Source: an optimization exercise on an open RTL-to-GDS flow (aim: small area and a short achievable clock period). Production flows keep margins and buffers that such runs may drop.
In this exercise RTL edits were held to simulation tests only and were not proved equivalent to the original.
No driver is modelled on the clock port, so clocking that relies on it looks cheaper here than on a real chip.

job 3383:
// gbf_port_arbiter
module gbf_port_arbiter
#(
    parameter  int WIDTH  = 32,
    parameter  int HEIGHT = 48,
    parameter  int N_REQ  = 8,
    localparam int AW     = $clog2(HEIGHT)
) (
    input  logic                     clk,
    input  logic                     rst_n,
    input  logic [N_REQ-1:0]         req_valid,
    input  logic [N_REQ-1:0]         req_we,
    input  logic [N_REQ*AW-1:0]      req_addr,
    input  logic [N_REQ*WIDTH-1:0]   req_wdata,
    output logic [N_REQ-1:0]         req_ready,
    output logic [N_REQ-1:0]         rsp_valid,
    output logic [N_REQ*WIDTH-1:0]   rsp_rdata,
    output logic [gbf_pkg::NUM_PORTS-1:0]     ram_we,
    output logic [gbf_pkg::NUM_PORTS*AW-1:0]  ram_addr,
    output logic [gbf_pkg::NUM_PORTS*WIDTH-1:0] ram_data,
    input  logic [gbf_pkg::NUM_PORTS*WIDTH-1:0] ram_q,
    output logic [15:0]              conflict_cnt
);
    localparam int PW = $clog2(N_REQ);
    logic [PW-1:0]                   rr_ptr, ptr_nxt;
    logic [N_REQ-1:0]                grant;
    logic [N_REQ-1:0]                conflict;
    logic [N_REQ-1:0]                inr;
    logic [NUM_PORTS-1:0][N_REQ-1:0] sel;
    logic [N_REQ-1:0]                rsp_valid_q;
    logic [N_REQ-1:0][NUM_PORTS-1:0] rsel_q;
    logic [N_REQ-1:0][NUM_PORTS-1:0] rsel_nxt;
    logic [NUM_PORTS*WIDTH-1:0]      rq_q;
    logic [3:0]                      n_conf;
    logic [16:0]                     cnt_sum;
    gbf_rr_allocator #(
        .N_REQ  (N_REQ),
        .HEIGHT (HEIGHT),
        .AW     (AW),
        .PW     (PW)
    ) u_alloc (
        .rr_ptr    (rr_ptr),
        .req_valid (req_valid),
        .req_we    (req_we),
        .req_addr  (req_addr),
        .grant     (grant),
        .conflict  (conflict),
  ...
==> flow/config.mk <==
export PLATFORM = sky130hd
export DESIGN_NAME = gbf_port_arbiter
export DESIGN_NICKNAME = gbf_port_arbiter
export VERILOG_FILES = /design/flow/design.v
export SDC_FILE = /design/flow/constraint.sdc
export NUM_CORES = 4
export LEC_CHECK = 0
export ABC_AREA = 1
export CAP_MARGIN = 20
export CORE_MARGIN = 2
export CORE_UTILIZATION = 25
export SLEW_MARGIN = 20
==> flow/constraint.sdc <==
create_clock -name core_clock -period 26.0 [get_ports {clk}]
set_input_delay 5.2000 -clock core_clock [delete_from_list [all_inputs] [get_ports {clk}]]
set_output_delay 5.2000 -clock core_clock [all_outputs]
set_load 0.01 [all_outputs]
standard.sh (not shown) runs the stock make flow with config.mk's settings and CLKGATE_MAP_FILE= SYNTH_SCRIPT=/design/flow/synth_recipe.tcl, a recipe that flattens the netlist after the stock synthesis.
==> flow/flow/run.sh <==
#!/bin/bash
# Standard ORFS layout with these changes to how it is made:
#  - port buffers are plain sky130 buf_1 cells instead of the delay cells buffer_ports picks;
#  - CTS inserts no dummy loads;
#  - after CTS, flow/post_cts.tcl runs repair_timing aiming 1.3 ns above the current worst
#    slack, so the critical paths get sized (the design's constraints are unchanged).
set -euo pipefail
bash standard.sh \
  "BUFFER_PORTS_ARGS=-buffer_cell sky130_fd_sc_hd__buf_1" \
  "CTS_ARGS=-sink_clustering_enable -repair_clock_nets -dont_use_dummy_load" \
  "POST_CTS_TCL=$PWD/flow/post_cts.tcl" \
  finish > standard.log 2>&1
==> flow/flow/post_cts.tcl <==
# Size the critical paths after CTS: aim 1.3 ns above the slack the placement has now.
estimate_parasitics -placement
set ws [expr {[sta::worst_slack_cmd max] * 1e9}]
set target [expr {$ws + 1.3}]
puts "post-CTS sizing: worst slack $ws, target $target"
repair_timing -setup -setup_margin $target -repair_tns 100 -verbose
detailed_placement
check_placement -verbose
estimate_parasitics -placement
puts "post-CTS sizing done: worst slack [expr {[sta::worst_slack_cmd max] * 1e9}]"
report_design_area
Relative to job 3383, the following input files were edited for job 7251:
- swapping 25 for 55 in CORE_UTILIZATION
- clearing ABC_AREA, which used to be 1
==> flow/flow/run.sh <==
#!/bin/bash
# Standard ORFS layout, with the port buffers made as plain sky130 buf_1 cells instead of the
# delay-cell buffers buffer_ports picks by default.
set -euo pipefail
bash standard.sh "BUFFER_PORTS_ARGS=-buffer_cell sky130_fd_sc_hd__buf_1" finish > standard.log 2>&1
removed: flow/flow/post_cts.tcl
Notes after the runs:
As the logs show, job 7251 stopped at 3_2_place_iop after a tool error, so it never reached the end of the flow. Across both runs, height of the die was lower for job 7251 than for job 3383. In the metrics for job 3383 and job 7251, the one carrying the lower number of distinct library cells after synthesis is job 3383. Initial core utilization (higher): job 7251. Going from job 3383 to job 7251, post-synthesis share of cell area spent on full adders, half adders and majority gates grows by 0.32 points. Compared with job 3383, job 7251 shows a lower net count after synthesis. Multiplexer area fraction after synthesis essentially unchanged between job 7251 and job 3383. Job 7251 vs job 3383, synthesized area went down by about 6%. Between job 3383 and job 7251, the post-synthesis average cell area is higher for job 7251. [job 7251 vs job 3383] area share of and/or/nand/nor cells after synthesis: lower in job 7251. Number of placement rows delta for job 7251 relative to job 3383: about 35% lower. On synthesized netlist cell count, the lower figure sits with job 7251, not job 3383.
--- input diff job 7251..job 6464 ---
- CORE_UTILIZATION changed from 55 to 38
==> flow/flow/run.sh <==
#!/bin/bash
# Standard ORFS layout with three changes to how it is made:
#  - port buffers are plain sky130 buf_1 cells instead of the delay cells buffer_ports picks;
#  - I/O pins may sit on adjacent routing tracks, so ~900 pins fit around a smaller die;
#  - repair_timing aims for extra setup slack, so it sizes the critical paths.
set -euo pipefail
bash standard.sh \
  "BUFFER_PORTS_ARGS=-buffer_cell sky130_fd_sc_hd__buf_1" \
  "PLACE_PINS_ARGS=-min_distance 1 -min_distance_in_tracks" \
  "SETUP_SLACK_MARGIN=14" \
  finish > standard.log 2>&1
Notes after the runs:
- Job 6464: GRT-0116 in 5_1_grt -> run aborted
- Taking job 7251 as the reference, in job 6464 fraction of the mapped netlist area in compound gates about even; height of the die increased 41 um; initial cell density of the core went down; synthesized area saw little to no change.
- Die extent in x was lower in the run labelled job 7251.
- Against job 7251, job 6464 reports a standard-cell row count that is higher.
- From job 6464 to job 7251, register bit count reported by yosys did not move at all.
- On synthesized cell count, job 7251 and job 6464 are neck and neck.
Here is what was changed in the inputs of job 3411 compared with job 6464.
- swapping 38 for 25 in CORE_UTILIZATION
- putting ABC_AREA at 1 where nothing was set
==> flow/flow/run.sh <==
#!/bin/bash
# Standard ORFS layout with two changes to how it is made:
#  - port buffers are plain sky130 buf_1 cells instead of the delay cells buffer_ports picks;
#  - after CTS, flow/post_cts.tcl runs repair_timing aiming ~1.2 ns above the current worst
#    slack, so the critical paths get sized (the design's constraints are unchanged).
set -euo pipefail
bash standard.sh \
  "BUFFER_PORTS_ARGS=-buffer_cell sky130_fd_sc_hd__buf_1" \
  "POST_CTS_TCL=$PWD/flow/post_cts.tcl" \
  finish > standard.log 2>&1
==> flow/flow/post_cts.tcl (new file) <==
# Size the critical paths after CTS: aim a little above the slack the placement has now.
estimate_parasitics -placement
set ws [expr {[sta::worst_slack_cmd max] * 1e9}]
set target [expr {$ws + 1.2}]
puts "post-CTS sizing: worst slack $ws, target $target"
repair_timing -setup -setup_margin $target -repair_tns 100 -verbose
detailed_placement
check_placement -verbose
estimate_parasitics -placement
puts "post-CTS sizing done: worst slack [expr {[sta::worst_slack_cmd max] * 1e9}]"
report_design_area
--- outcome ---
Job 3411 went all the way through the flow, and no timing, DRC or antenna check failed.
For die boundary height, dividing the value from job 6464 by the value from job 3411 gives 0.79.
Delta (job 3411 minus job 6464): async set or reset register ratio after synthesis ~0 delta, compound-gate portion of the synthesized area -6.4 points, number of instances in the synthesized netlist +998.
Xor-xnor portion of the synthesized cell area: job 3411 vs job 6464 down 5.2 points
Summary — initial cell density of the core, job 3411 relative to job 6464: lower, by 13 points.

== oak ==
The RTL this note starts from:
==> flow/design.v <==
package gbf_pkg;
    localparam int NUM_PORTS = 4;
endpackage
import gbf_pkg::*;
module gbf_rr_allocator
#(
    parameter int N_REQ  = 8,
    parameter int HEIGHT = 48,
    parameter int AW     = 6,
    parameter int PW     = $clog2(N_REQ)
) (
    input  logic [PW-1:0]                 rr_ptr,
    input  logic [N_REQ-1:0]              req_valid,
    input  logic [N_REQ-1:0]              req_we,
    input  logic [N_REQ*AW-1:0]           req_addr,
    output logic [N_REQ-1:0]              grant,
    output logic [N_REQ-1:0]              conflict,
    output logic [N_REQ-1:0]              inr,
    output logic [gbf_pkg::NUM_PORTS-1:0][N_REQ-1:0] sel,
    output logic [PW-1:0]                 ptr_nxt
);
    localparam logic [AW:0] HEIGHT_W = (AW+1)'(HEIGHT);
    logic [N_REQ-1:0][PW-1:0]  pos;       
    logic [N_REQ-1:0][N_REQ-1:0] earlier;  
    logic [N_REQ-1:0]          dup;
    logic [N_REQ-1:0]          cand;
    logic [N_REQ-1:0][N_REQ-2:0] m;       
    logic [N_REQ-1:0][2:0]     ta;
    logic [N_REQ-1:0][3:0]     tb;
    logic [N_REQ-1:0][3:0]     ge;
    logic                      h1, h2, g1, g2;
    logic [N_REQ-1:0]          last;
    always_comb begin
        for (int j = 0; j < N_REQ; j++) begin
            pos[j] = PW'(j) - rr_ptr;
            inr[j] = ({1'b0, req_addr[j*AW +: AW]} < HEIGHT_W);
        end
        for (int j = 0; j < N_REQ; j++) begin
            for (int k = 0; k < N_REQ; k++) begin
                earlier[j][k] = (pos[k] < pos[j]);
            end
        end
    end
    always_comb begin
        for (int j = 0; j < N_REQ; j++) begin
            dup[j] = 1'b0;
            for (int k = 0; k < N_REQ; k++) begin
                if (k != j && earlier[j][k] && req_valid[k] && req_we[k] &&
                    req_addr[k*AW +: AW] == req_addr[j*AW +: AW]) begin
                    dup[j] = 1'b1;
                end
            end
            dup[j]  = dup[j] & req_we[j] & inr[j];
            cand[j] = req_valid[j] & ~dup[j];
        end
    end
    always_comb begin
        for (int j = 0; j < N_REQ; j++) begin
            int n;
            n = 0;
            m[j] = '0;
            for (int k = 0; k < N_REQ; k++) begin
                if (k != j) begin
                    m[j][n] = cand[k] & earlier[j][k];
                    n++;
                end
            end
            ta[j][0] = m[j][0] | m[j][1] | m[j][2];
            ta[j][1] = (m[j][0] & m[j][1]) | (m[j][0] & m[j][2]) | (m[j][1] & m[j][2]);
            ta[j][2] = m[j][0] & m[j][1] & m[j][2];
            h1 = m[j][3] | m[j][4];
            h2 = m[j][3] & m[j][4];
            g1 = m[j][5] | m[j][6];
            g2 = m[j][5] & m[j][6];
            tb[j][0] = h1 | g1;
            tb[j][1] = h2 | g2 | (h1 & g1);
            tb[j][2] = (h2 & g1) | (h1 & g2);
            tb[j][3] = h2 & g2;
            ge[j][0] = ta[j][0] | tb[j][0];
            ge[j][1] = ta[j][1] | tb[j][1] | (ta[j][0] & tb[j][0]);
            ge[j][2] = ta[j][2] | tb[j][2] | (ta[j][0] & tb[j][1]) | (ta[j][1] & tb[j][0]);
            ge[j][3] = tb[j][3] | (ta[j][0] & tb[j][2]) | (ta[j][1] & tb[j][1]) | (ta[j][2] & tb[j][0]);
            grant[j]    = cand[j] & ~ge[j][3];
            conflict[j] = req_valid[j] & dup[j] & ~ge[j][3];
            sel[0][j] = cand[j] & ~ge[j][0];
            sel[1][j] = cand[j] & ge[j][0] & ~ge[j][1];
            sel[2][j] = cand[j] & ge[j][1] & ~ge[j][2];
            sel[3][j] = cand[j] & ge[j][2] & ~ge[j][3];
        end
    end
    always_comb begin
        ptr_nxt = rr_ptr;
        for (int j = 0; j < N_REQ; j++) begin
            last[j] = grant[j];
            for (int k = 0; k < N_REQ; k++) begin
                if (k != j && earlier[k][j] && grant[k]) last[j] = 1'b0;
            end
        end
        for (int j = 0; j < N_REQ; j++) begin
            if (last[j]) ptr_nxt = PW'(j + 1);
        end
    end
endmodule
import gbf_pkg::*;
module gbf_port_arbiter
#(
    parameter  int WIDTH  = 32,
    parameter  int HEIGHT = 48,
    parameter  int N_REQ  = 8,
    localparam int AW     = $clog2(HEIGHT)
) (
    input  logic                     clk,
    input  logic                     rst_n,
    input  logic [N_REQ-1:0]         req_valid,
    input  logic [N_REQ-1:0]         req_we,
    input  logic [N_REQ*AW-1:0]      req_addr,
    input  logic [N_REQ*WIDTH-1:0]   req_wdata,
    output logic [N_REQ-1:0]         req_ready,
    output logic [N_REQ-1:0]         rsp_valid,
    output logic [N_REQ*WIDTH-1:0]   rsp_rdata,
    output logic [gbf_pkg::NUM_PORTS-1:0]     ram_we,
    output logic [gbf_pkg::NUM_PORTS*AW-1:0]  ram_addr,
    output logic [gbf_pkg::NUM_PORTS*WIDTH-1:0] ram_data,
    input  logic [gbf_pkg::NUM_PORTS*WIDTH-1:0] ram_q,
    output logic [15:0]              conflict_cnt
);
    localparam int PW = $clog2(N_REQ);
    logic [PW-1:0]                   rr_ptr, ptr_nxt;
    logic [N_REQ-1:0]                grant;
    logic [N_REQ-1:0]                conflict;
    logic [N_REQ-1:0]                inr;
    logic [NUM_PORTS-1:0][N_REQ-1:0] sel;
    logic [N_REQ-1:0]                rsp_valid_q;
    logic [N_REQ-1:0][NUM_PORTS-1:0] rsel_q;
    logic [N_REQ-1:0][NUM_PORTS-1:0] rsel_nxt;
    logic [NUM_PORTS*WIDTH-1:0]      rq_q;
    logic [3:0]                      n_conf;
    logic [16:0]                     cnt_sum;
    gbf_rr_allocator #(
        .N_REQ  (N_REQ),
        .HEIGHT (HEIGHT),
        .AW     (AW),
        .PW     (PW)
    ) u_alloc (
        .rr_ptr    (rr_ptr),
        .req_valid (req_valid),
        .req_we    (req_we),
        .req_addr  (req_addr),
        .grant     (grant),
        .conflict  (conflict),
        .inr       (inr),
        .sel       (sel),
        .ptr_nxt   (ptr_nxt)
    );
    assign req_ready = grant & {N_REQ{rst_n}};
    always_comb begin
        ram_we   = '0;
        ram_addr = '0;
        ram_data = '0;
        for (int p = 0; p < NUM_PORTS; p++) begin
            for (int i = 0; i < N_REQ; i++) begin
                ram_we[p]                  = ram_we[p] | (sel[p][i] & req_we[i] & inr[i]);
                ram_addr[p*AW +: AW]       = ram_addr[p*AW +: AW] | ({AW{sel[p][i]}} & req_addr[i*AW +: AW]);
                ram_data[p*WIDTH +: WIDTH] = ram_data[p*WIDTH +: WIDTH] | ({WIDTH{sel[p][i]}} & req_wdata[i*WIDTH +: WIDTH]);
            end
            ram_we[p] = ram_we[p] & rst_n;
        end
    end
    always_comb begin
        for (int i = 0; i < N_REQ; i++) begin
            for (int p = 0; p < NUM_PORTS; p++) begin
                rsel_nxt[i][p] = sel[p][i] & inr[i];
            end
        end
    end
    always_comb begin
        n_conf = '0;
        for (int i = 0; i < N_REQ; i++) begin
            n_conf = n_conf + 4'(conflict[i]);
        end
        cnt_sum = 17'(conflict_cnt) + 17'(n_conf);
    end
    always_ff @(posedge clk or negedge rst_n) begin
        if (!rst_n) begin
            rr_ptr       <= '0;
            rsp_valid_q  <= '0;
            conflict_cnt <= '0;
        end else begin
            rr_ptr       <= ptr_nxt;
            rsp_valid_q  <= grant & ~req_we;
            conflict_cnt <= cnt_sum[16] ? 16'hFFFF : cnt_sum[15:0];
        end
    end
    always_ff @(posedge clk) begin
        rsel_q <= rsel_nxt;
        rq_q   <= ram_q;
    end
    always_comb begin
        rsp_rdata = '0;
        for (int i = 0; i < N_REQ; i++) begin
            for (int p = 0; p < NUM_PORTS; p++) begin
                rsp_rdata[i*WIDTH +: WIDTH] = rsp_rdata[i*WIDTH +: WIDTH] |
                    ({WIDTH{rsel_q[i][p]}} & rq_q[p*WIDTH +: WIDTH]);
            end
        end
    end
    assign rsp_valid = rsp_valid_q;
endmodule
clock: 26.0 ns
lec_check: 0
cap_margin: 20
core_margin: 2
core_utilization: 38
slew_margin: 20
==> flow/flow/run.sh <==
#!/bin/bash
# Standard ORFS layout with these changes to how it is made:
#  - port buffers are plain sky130 buf_1 cells instead of the delay cells buffer_ports picks;
#  - I/O pins may sit on adjacent routing tracks, so ~900 pins fit around a smaller die;
#  - global routing reserves less of each layer, as the small die needs the tracks.
set -euo pipefail
bash standard.sh \
  "BUFFER_PORTS_ARGS=-buffer_cell sky130_fd_sc_hd__buf_1" \
  "PLACE_PINS_ARGS=-min_distance 1 -min_distance_in_tracks" \
  "ROUTING_LAYER_ADJUSTMENT=0.12" \
  finish > standard.log 2>&1
oak | ERROR | global routing (5_1_grt)
The following lists how pine was set up differently from oak:
==> flow/flow/run.sh <==
#!/bin/bash
# Standard ORFS layout with three changes to how it is made:
#  - port buffers are plain sky130 buf_1 cells instead of the delay cells buffer_ports picks;
#  - I/O pins may sit on adjacent routing tracks, so ~900 pins fit around a smaller die;
#  - repair_timing aims for extra setup slack, so it sizes the critical paths.
set -euo pipefail
bash standard.sh \
  "BUFFER_PORTS_ARGS=-buffer_cell sky130_fd_sc_hd__buf_1" \
  "PLACE_PINS_ARGS=-min_distance 1 -min_distance_in_tracks" \
  "SETUP_SLACK_MARGIN=10" \
  finish > standard.log 2>&1
--- a/flow/config.mk
+++ b/flow/config.mk
@@ -8,4 +8,4 @@
 export CAP_MARGIN = 20
 export CORE_MARGIN = 2
-export CORE_UTILIZATION = 38
+export CORE_UTILIZATION = 50
 export SLEW_MARGIN = 20
Results
- As the logs show, pine stopped at global routing (5_1_grt) after a tool error, so it never reached the end of the flow.
- Taking oak as the reference point, the number of placement rows of pine falls by 12.
- Comparing pine against oak, there is no change at all in share of synthesized registers carrying an async set or reset.
- Re clock buffer count from CTS: no difference whatsoever between pine and oak.
- Re setup slack at placement: oak was lower than pine.
- Relative to oak, the cell area after placement of pine is lower by 320 µm².
- Starting density of the core ended up 13 points higher on pine than on oak.

[static timing again, ports no longer ideal]
No port has a modelled driver above. Below, the same layouts with a new extraction and two added sets of constraints.
Step 1 (the two cells are an assumption about what drives the block):
set clk [get_ports {clk}]
set_driving_cell -lib_cell sky130_fd_sc_hd__clkbuf_16 $clk
set_driving_cell -lib_cell sky130_fd_sc_hd__buf_2 [delete_from_list [all_inputs] $clk]
Step 2 moves the port delays by t, midway between the first and last clock arrival at a register: inputs arrive t later, outputs are due t later. That takes back most of the time a late clock gives input paths.
a / b / c = ideal / step 1 / step 2; a / b = the first two.
run	t, ns	slack for setup (ns)	worst register clock-pin slew, ns
job 3383	0.564	11.503 / 11.382 / 11.382	0.09 / 0.09
job 3411	0.573	11.417 / 11.325 / 11.325	0.10 / 0.10
After both steps every run listed still meets setup and hold. The setup slack of job 3383, which loses most, moves by -0.121 ns with the drivers and by -0.121 ns with both steps.
